This design comes from an exercise in tuning for small area, a short achievable clock period and few clock cycles per item on the open sky130 flow, not from production work.
The RTL was checked by simulation tests, not by an equivalence proof against the original design.
No activity file was given, so power comes from the tool's default toggle rates.

// fat_dir_entry_name_decoder_core
module fat_dir_entry_name_decoder_core #(
    parameter int NAME_CAPACITY = 64
) (
    input  logic                           aclk,
    input  logic                           aresetn,
    input  logic                           s_tvalid,
    output logic                           s_tready,
    input  logic [fdn_pkg::IN_TDATA_W-1:0] s_tdata,
    output logic                            m_tvalid,
    input  logic                            m_tready,
    output logic [fdn_pkg::OUT_TDATA_W-1:0] m_tdata,
    output logic                            m_tlast
);
    logic [5:0] len_reg;
    logic [5:0] nlen_reg;
    logic [3:0] nu_reg;           
    logic [2:0] nseq_reg;         
    logic       pending_reg;
    logic       ended_reg;
    logic       pre_done_reg;     
    logic       peek_reg;         
    logic        ob_valid_reg;
    logic        long_reg;        
    logic        eod_reg;
    logic [5:0]  pos_reg;
    logic [5:0]  lima_reg;        
  ...
clock: 6.0 ns
lec_check: 0
abc_clock_period_in_ps: 3300
cap_margin: 20
core_margin: 2
core_utilization: 40
cts_cluster_diameter: 100
cts_cluster_size: 30
setup_slack_margin: 2.8
slew_margin: 20
standard.sh (not shown) runs the stock make flow with config.mk's settings and CLKGATE_MAP_FILE= SYNTH_SCRIPT=/design/flow/synth_recipe.tcl, a recipe that flattens the netlist after the stock synthesis.
==> flow/flow/run.sh <==
#!/bin/bash
# The standard layout, with the port buffers that buffer_ports inserts made
# plain buffers (sky130_fd_sc_hd__buf_1) instead of the cell it picks by itself.
# Everything else is the standard flow, run through the standard.sh.
set -euo pipefail
export BUFFER_PORTS_ARGS="-buffer_cell sky130_fd_sc_hd__buf_1"
bash standard.sh > standard_flow.log 2>&1
The first run completed without violations.
Testbench counts at the start, summed over its fixed seeds: cycles 14,449, entries 2,409.
Edit:
--- a/flow/config.mk
+++ b/flow/config.mk
@@ -11,4 +11,4 @@
 export CORE_UTILIZATION = 40
-export CTS_CLUSTER_DIAMETER = 100
-export CTS_CLUSTER_SIZE = 30
+export CTS_CLUSTER_DIAMETER = 90
+export CTS_CLUSTER_SIZE = 25
 export SETUP_SLACK_MARGIN = 2.8
Result:
- The changed run produced a clean layout
- design area shrinks by 0.75%
- power goes up by 1.7%
- clock skew decreases by 0.0067 ns
- hold slack degrades by 0.0037 ns
- utilization falls by 0.35 points
- sequential share of layout area rises by 0.43 points

* * *

fat_dir_entry_name_decoder_core, a different RTL version from the one above (not shown whole).
For scale: about 360 I/O pins, roughly 0.031 sq mm of cells after synthesis.
clock: 6.0 ns
lec_check: 0
abc_clock_period_in_ps: 3100
cap_margin: 20
core_margin: 2
core_utilization: 40
cts_cluster_diameter: 90
cts_cluster_size: 25
setup_slack_margin: 2.9
slew_margin: 20
Scripts as last shown in full above: flow/flow/run.sh
The starting point went through all stages and came out clean.
Testbench counts at the start, summed over its fixed seeds: cycles 14,449, entries 2,409.
==> next run, changes <==
- ABC_CLOCK_PERIOD_IN_PS: 3100 -> 3300
- SETUP_SLACK_MARGIN: 2.9 -> 2.8
After rerunning: Core utilization is about the same. Global-route usage hardly moves. Clock skew came out lower by 0.0088 ns. Via count climbs by 1.2%. Sequential power stays flat. Wire length rose by 0.86%. Cell area stays flat.

* * *

## violet
fat_dir_entry_name_decoder_core, a different RTL version from the one above (not shown whole).
For scale: ~2100 cells after synthesis, roughly 360 I/O pins, about 31000 µm² of cells after synthesis.
clock: 6.0 ns
lec_check: 0
abc_clock_period_in_ps: 3300
cap_margin: 20
core_margin: 2
core_utilization: 55
cts_cluster_diameter: 80
cts_cluster_size: 24
setup_slack_margin: 2.8
slew_margin: 20
Scripts as last shown in full above: flow/flow/run.sh
violet finished every step from synthesis to the final layout, and the layout passed the timing, design-rule and antenna checks.
Testbench counts of violet, summed over its fixed seeds: cycles 14,449, entries 2,409.
#### Input delta (juniper over violet)
diff --git a/flow/config.mk b/flow/config.mk
--- a/flow/config.mk
+++ b/flow/config.mk
@@ -7,9 +7,7 @@
 export LEC_CHECK = 0
-export ABC_CLOCK_PERIOD_IN_PS = 3300
+export ABC_CLOCK_PERIOD_IN_PS = 3000
 export CAP_MARGIN = 20
 export CORE_MARGIN = 2
-export CORE_UTILIZATION = 55
-export CTS_CLUSTER_DIAMETER = 80
-export CTS_CLUSTER_SIZE = 24
-export SETUP_SLACK_MARGIN = 2.8
+export CORE_UTILIZATION = 40
+export SETUP_SLACK_MARGIN = 3.0
 export SLEW_MARGIN = 20
[summary]
Looking at the reports, juniper completed the entire flow and the layout it produced met the timing, design-rule and antenna checks.
The higher signed area change from the synthesized netlist to the final layout came out of juniper.
juniper gives more reported combinational group power than violet did.
Internal power consumption for juniper: 17% up relative to violet
violet ended up with u_name_ram.mem[97] as its end point of the critical path; juniper ended up with u_name_ram.mem[207].
What violet reported for clock network power consumption has to be multiplied by 1.6 to get the figure for juniper.
Cmp juniper vs violet: filler-free cell count of the finished design higher in juniper
Post-synthesis xor/xnor area fraction came out exactly the same in violet and juniper.
Taking violet as the reference, in juniper first-pass GRT wire length increased 11 mm; maximum operating frequency increased 0.53%; design area increased about 7%; data-path buffer share of cell area in the final layout increased 1.0 points.
## Diff of input files: sierra against juniper
diff --git a/flow/config.mk b/flow/config.mk
--- a/flow/config.mk
+++ b/flow/config.mk
@@ -7,3 +7,3 @@
 export LEC_CHECK = 0
-export ABC_CLOCK_PERIOD_IN_PS = 3000
+export ABC_CLOCK_PERIOD_IN_PS = 3300
 export CAP_MARGIN = 20
@@ -11,3 +11,5 @@
 export CORE_UTILIZATION = 40
-export SETUP_SLACK_MARGIN = 3.0
+export CTS_CLUSTER_DIAMETER = 100
+export CTS_CLUSTER_SIZE = 30
+export SETUP_SLACK_MARGIN = 2.8
 export SLEW_MARGIN = 20
Findings:
NOTE placer congestion estimate juniper->sierra increased slightly
Per the comparison of sierra with juniper, final critical delay including setup and external delays went down 52 ps; level count of the clock H-tree now smaller.
sierra -> juniper: total of flip-flops plus latches after synthesis delta 0, exact match
Compared with juniper, in sierra transition time at the pin with the least slew margin higher, worst setup slack increased by 52 ps relative to the old numbers.
Route | sierra vs juniper | wire shorter in sierra
Note that the total of plain and repair buffers excluding clock buffers recorded for sierra amounts to 0.914 times the value seen in juniper.
> inputs changed (sierra -> tundra)
==> flow/flow/run.sh <==
#!/bin/bash
# The standard layout, with the port buffers that buffer_ports inserts made
# plain buffers (sky130_fd_sc_hd__buf_2) instead of the cell it picks by itself.
# Everything else is the standard flow, run through the standard.sh.
set -euo pipefail
export BUFFER_PORTS_ARGS="-buffer_cell sky130_fd_sc_hd__buf_2"
bash standard.sh > standard_flow.log 2>&1
diff --git a/flow/config.mk b/flow/config.mk
--- a/flow/config.mk
+++ b/flow/config.mk
@@ -11,5 +11,3 @@
 export CORE_UTILIZATION = 40
-export CTS_CLUSTER_DIAMETER = 100
-export CTS_CLUSTER_SIZE = 30
-export SETUP_SLACK_MARGIN = 2.8
+export SETUP_SLACK_MARGIN = 2.7
 export SLEW_MARGIN = 20
[summary]
- [tundra] core occupancy in the finished layout rose 2.4 points relative to sierra
- The startpoint of the worst setup timing path comes out s_tdata[85] in one run and s_tdata[67] in the other, namely in tundra and sierra respectively.
- Compared with sierra, tundra shows worst path buffer plus inverter count higher by 2.
- Non-clock buffer count was lower in sierra than in tundra.
- The critical path arrival reported for tundra is greater than that of sierra by 40 ps.

re-timing with driven ports:
The flow's constraints put no driver on any port. The routed layouts listed below were extracted and timed again, unchanged, in two steps.
Step 1 (the two cells are an assumption about what drives the block):
set clk [get_ports {aclk}]
set_driving_cell -lib_cell sky130_fd_sc_hd__clkbuf_16 $clk
set_driving_cell -lib_cell sky130_fd_sc_hd__buf_2 [delete_from_list [all_inputs] $clk]
Step 2 moves the port delays by t, midway between the first and last clock arrival at a register: inputs arrive t later, outputs are due t later. That takes back most of the time a late clock gives input paths.
Three values: ideal ports, drivers, drivers and shift; two values: the first two.
run	shift t [ns]	setup WS [ns]	clock arrival spread, ns	slew at the worst register clock pin (ns)	worst slew at a driven data input, ns
the first run of note 1	0.704	2.721 / 2.721 / 2.124	0.041 / 0.040	0.12 / 0.12	0.07
the second run of note 1	0.661	2.763 / 2.782 / 2.141	0.037 / 0.037	0.11 / 0.11	0.08
the first run of note 2	0.665	2.696 / 2.696 / 2.270	0.042 / 0.043	0.10 / 0.10	0.09
the second run of note 2	0.651	2.626 / 2.626 / 2.112	0.032 / 0.032	0.10 / 0.10	0.07
violet	0.652	2.670 / 2.700 / 2.048	0.032 / 0.032	0.10 / 0.10	0.06
juniper	0.689	2.688 / 2.711 / 2.022	0.029 / 0.030	0.07 / 0.07	0.07
sierra	0.690	2.739 / 2.708 / 2.018	0.048 / 0.048	0.12 / 0.12	0.10
tundra	0.684	2.679 / 2.658 / 1.974	0.019 / 0.019	0.07 / 0.07	0.08
After both steps every run listed still meets setup and hold. For sierra, which loses most, drivers alone change the setup slack by -0.031 ns; drivers and shift together by -0.721 ns.
